From an optimization exercise on the open Yosys and OpenROAD flow, aimed at small area and a short achievable clock period; shortcuts taken in it are not production practice. In this exercise RTL edits were held to simulation tests only and were not proved equivalent to the original.

==> flow/design.v <==
module priority_scan_encoder #(
    parameter int WIDTH     = 256,
    parameter int IDXW      = $clog2(WIDTH),
    parameter bit MSB_FIRST = 1'b1
) (
    input  logic              clk,
    input  logic              rst_n,
    input  logic              in_valid,
    output logic              in_ready,
    input  logic [WIDTH-1:0]  in_vec,
    input  logic              abort,
    output logic              out_valid,
    input  logic              out_ready,
    output logic [IDXW-1:0]   out_index,
    output logic              out_last,
    output logic [IDXW:0]     out_remaining,
    output logic              zero_pulse
);
    typedef enum logic {IDLE, SCAN} state_t;
    state_t           state;
    logic             alive;        
    logic [WIDTH-1:0] pending;
    logic [WIDTH-1:0] win_onehot;
    logic [WIDTH-1:0] pending_nxt;
    logic [IDXW-1:0]  out_index_q;
    logic             out_last_q;
    logic [IDXW:0]    remaining_q;
    logic             zero_pulse_q;
    function automatic logic [IDXW-1:0] pick(input logic [WIDTH-1:0] v);
        logic [IDXW-1:0] r;
        r = '0;
        if (MSB_FIRST) begin
            for (int i = 0; i < WIDTH; i++) if (v[i]) r = IDXW'(i);
        end else begin
            for (int i = WIDTH - 1; i >= 0; i--) if (v[i]) r = IDXW'(i);
        end
        pick = r;
    endfunction
    function automatic logic [IDXW:0] popcount(input logic [WIDTH-1:0] v);
        logic [IDXW:0] c;
        c = '0;
        for (int i = 0; i < WIDTH; i++) c = c + (IDXW+1)'(v[i]);
        popcount = c;
    endfunction
    always_comb begin
        win_onehot = '0;
        win_onehot[out_index_q] = 1'b1;
        pending_nxt = pending & ~win_onehot;
    end
    always_ff @(posedge clk or negedge rst_n) begin
        if (!rst_n) begin
            state        <= IDLE;
            alive        <= 1'b0;
            pending      <= '0;
            out_index_q  <= '0;
            out_last_q   <= 1'b0;
            remaining_q  <= '0;
            zero_pulse_q <= 1'b0;
        end else begin
            alive        <= 1'b1;
            zero_pulse_q <= 1'b0;
            case (state)
                IDLE: begin
                    if (in_valid && alive && !abort) begin
                        pending     <= in_vec;
                        remaining_q <= popcount(in_vec);
                        if (in_vec == '0) begin
                            zero_pulse_q <= 1'b1;
                        end else begin
                            state       <= SCAN;
                            out_index_q <= pick(in_vec);
                            out_last_q  <= (popcount(in_vec) == (IDXW+1)'(1));
                        end
                    end
                end
                SCAN: begin
                    if (abort) begin
                        state       <= IDLE;
                        pending     <= '0;
                        remaining_q <= '0;
                        out_last_q  <= 1'b0;
                    end else if (out_ready) begin
                        pending     <= pending_nxt;
                        remaining_q <= remaining_q - 1'b1;
                        out_index_q <= pick(pending_nxt);
                        out_last_q  <= (remaining_q == (IDXW+1)'(2));
                        if (remaining_q == (IDXW+1)'(1)) begin
                            state      <= IDLE;
                            out_last_q <= 1'b0;
                        end
                    end
                end
                default: state <= IDLE;
            endcase
        end
    end
    assign in_ready      = alive && (state == IDLE);
    assign out_valid     = (state == SCAN);
    assign out_index     = out_index_q;
    assign out_last      = out_last_q;
    assign out_remaining = remaining_q;
    assign zero_pulse    = zero_pulse_q;
endmodule
==> flow/run.sh <==
#!/bin/bash
# synth_recipe.tcl (not shown) runs the flow's synth.tcl, then flattens the netlist and writes it again
# the make line also repeats each setting of config.mk as NAME=value (left out here)
make -C /OpenROAD-flow-scripts/flow DESIGN_CONFIG=/design/flow/config.mk WORK_HOME=/design/flow/orfs CLKGATE_MAP_FILE= SYNTH_SCRIPT=/design/flow/synth_recipe.tcl finish
==> flow/config.mk <==
export PLATFORM = sky130hd
export DESIGN_NAME = priority_scan_encoder
export DESIGN_NICKNAME = priority_scan_encoder
export VERILOG_FILES = /design/flow/design.v
export SDC_FILE = /design/flow/constraint.sdc
export NUM_CORES = 4
export LEC_CHECK = 0
export CAP_MARGIN = 20
export CORE_MARGIN = 2
export CORE_UTILIZATION = 30
export SLEW_MARGIN = 20
==> flow/constraint.sdc <==
create_clock -name core_clock -period 10.0 [get_ports {clk}]
set_input_delay 2.0000 -clock core_clock [delete_from_list [all_inputs] [get_ports {clk}]]
set_output_delay 2.0000 -clock core_clock [all_outputs]
set_load 0.01 [all_outputs]
==> run notes <==
Area growth syn-to-layout 27.2%; number of global-route vias before repair 30420; core footprint 93500 um^2; die width 311 um; Post-DP HPWL 126000 um; Slew headroom 19.3%; commonest non-fill, non-tap cell in the layout o21ai_0; Yosys warnings 1; First-pass DRT Iterations 7; Die ar. 97000 um^2; total of max-cap violations 0; Startpoint Class input port; CTS Sinks 276; CTS tree built; asr flop ratio synth 100%; Post-Syn Instances 3534; starting density of the core 30.3%; antenna violations before repair 12; hold slack final 0.478 ns; Worst Path Max Fanout 2; WP data required 10.47 ns; Mapped Area 28400 um^2; Post-route DRC 0; final hold violations 0; Crit Path Category in -> reg; Final #Nets 4539; total routed wirelength 161000 um; setup violators final 0; Chip Height 311 um; grt ovf 0; first-pass GRT wire length 227000 um; routed vias/inst 6.16; crit path to out_last_q$_DFFE_PN0P_; routability-driven placement congestion ratio 1.07; IO Pins 282; 1st-iter DRT viols 4840; clock latency on the worst-skew pair 0.58 ns; crit path from in_vec[119]; worst reg2reg path depth 13; Cell Rows 112; clk buf depth 3; crit share post-route 97.1%; critical path endpoint category register; Avg Cell Area, Syn 8.02 um^2; Hold Crit Class reg -> reg; vias 32510; Seq/Total Area, Yosys 24.4%; Max Fclk 103 MHz; Reg clk slew, reported paths 0.06 ns; Yosys reg bits 276; post-DR wirelength/cell 30.4 um; clk_skew 0.0265 ns; Worst-Margin Slew 1.20 ns; global-route usage over all layers 32.2%; status complete, no violations; Final Max Slew Viols 0; R2R Path End out_index_q[0]$_DFFE_PN0P_; number of port buffers 281; number of H-tree levels 2; number of synthesized flops with an enable pin 0; CTS buffer count 36; Syn Nets 4084; synth unique cells 93; largest net degree at the start of global routing 192; Final min period 9.71 ns; Root Driver clkbuf_16; ANT nets after route 0; layout cells sized above 1 12.1%; most common flop cell mapped by yosys dfrtp_1; most frequent cells in the layout 460 x o21ai_0, 396 x nand2_1, 369 x inv_1; crit path DAT 10.18 ns; R2R Setup Slk 3.97 ns; reg2reg start out_index_q[1]$_DFFE_PN0P_
how the worst min path moves through the flow:
stage / startpoint / end / slack (ns) / cells after the start
2_1_floorplan: pending[12]$_DFFE_PN0P_ / pending[12]$_DFFE_PN0P_ / 0.44 / 2
3_3_place_gp: pending[8]$_DFFE_PN0P_ / pending[8]$_DFFE_PN0P_ / 0.45 / 2
3_5_place_dp: pending[8]$_DFFE_PN0P_ / pending[8]$_DFFE_PN0P_ / 0.46 / 2
4_1_cts: pending[8]$_DFFE_PN0P_ / pending[8]$_DFFE_PN0P_ / 0.48 / 2
5_1_grt: pending[242]$_DFFE_PN0P_ / pending[242]$_DFFE_PN0P_ / 0.49 / 1
6_report: pending[200]$_DFFE_PN0P_ / pending[200]$_DFFE_PN0P_ / 0.48 / 2
cells in the mapped netlist (34+ instances only):
cell	count	share of area [%]
nor3_1	70	1.2
nand3_1	61	1.1
nor4_1	109	2.4
nand4_1	101	2.2
fa_1	242	17
dfrtp_1	276	24
o221ai_1	73	2.3
nand2_1	396	5.2
a21oi_1	148	2.6
inv_1	397	5.3
o21a_1	104	2.8
nor2_1	213	2.8
ha_1	47	2.1
nand2b_1	34	0.75
a22o_1	73	2.3
o31ai_1	113	3.0
o21ai_0	463	8.2
clkbuf_1	167	2.2
sequential cells by signal, summed over array words and instances (netlist names):
| signal | flops |
|---|---|
| alive | 1 |
| out_last_q | 1 |
| remaining_q | 9 |
| zero_pulse_q | 1 |
| state | 1 |
| out_index_q | 8 |
| pending | 255 |
cell type report:
class	instances	area, um^2
diodes	6	15.0
fillers	9656	57400
inverters	398	1490
flip-flops and latches	276	6910
well taps	1254	1570
clock inverters	16	228
clock buffers	48	1040
multi-input cells	2664	19300
repair buffers	613	5520
through the flow:
stage | util [%] | setup slack [ns] | instance area, um^2 | cells | setup TNS (ns)
after floorplan | - | 0.423 | 28400 | 3534 | 0
after global placement | 37.0 | -0.637 | 34600 | 5203 | -2.54
after detailed placement | 37.0 | -0.641 | 34600 | 5203 | -2.72
after CTS | 38.3 | 0.0286 | 35800 | 5267 | 0
after global routing | 38.6 | -0.00459 | 36000 | 5269 | -0.00459
final | 38.6 | 0.287 | 36100 | 5275 | 0
metal layers:
metal	routed length, um	vias up	global-route usage (%)
li1	-	13681	-
met1	62800	15878	43.6
met2	63100	2496	44.3
met3	23000	441	11.2
met4	11500	14	17.9
met5	98	-	0
worst max-delay path: stages:
cell and delay [ns]:
clkdlybuf4s50_1 0.46, fa_1 0.55, fa_1 0.50, fa_1 0.53
inv_1 0.05, fa_1 0.42, inv_1 0.11, fa_2 0.54
fa_1 0.57, inv_1 0.05, fa_1 0.48, fa_1 0.61
fa_1 0.45, fa_1 0.47, fa_2 0.60, inv_1 0.06
ha_1 0.27, a21o_1 0.19, a21oi_2 0.15, o21bai_1 0.09
a21oi_2 0.16, buf_4 0.13, xnor2_1 0.14, nor4_1 0.09
a31o_2 0.25, mux2_2 0.25
what timing repair did:
item / 4_1_cts / 5_1_grt
resized for setup: 8 / 105
hold buffers: 0 / 0
setup endpoints to repair: 1 / 5
pin swaps: 7 / 51
setup buffers: 0 / 1
kinds of logic (layout without fill, tap and decap cells):
| kind of cell | after synthesis | after routing | share of synthesized area [%] |
|---|---|---|---|
| compound gates | 1269 | 1269 | 29.4 |
| fa+ha+maj | 289 | 289 | 19.2 |
| other cells | 1 | 7 | 0.0132 |
| flops | 276 | 276 | 24.4 |
| buf+inv | 594 | 1075 | 8.04 |
| xor+xnor | 11 | 11 | 0.340 |
| mux | 3 | 3 | 0.110 |
| simple gates | 1091 | 1091 | 18.6 |

re-timing with driven ports:
How much do the figures lean on ideal ports? The routed layout below was timed once more, with nothing changed but the port constraints.
Step 1: set_driving_cell puts a clkbuf_16 on clk and a buf_2 on each other input, an assumption about the parent block.
Step 2 adds t to the input delays and takes it off the output delays; t is the mean of the earliest and latest rising clock arrival at the registers after step 1. Input paths then give back, and output paths get back, about the clock's delay inside the block.
a / b / c = no drivers / after step 1 / after step 2; a / b = the first two.
shift t [ns]: 0.639
slack for setup (ns): 0.287 / 0.242 / -0.397
hold slack, ns: 0.478 / 0.478 / 0.478
worst setup path at the end: input to register
Met with ideal ports but missed after step 2: setup timing in this run. The setup slack of this run moves by -0.045 ns with the drivers and by -0.684 ns with both steps.
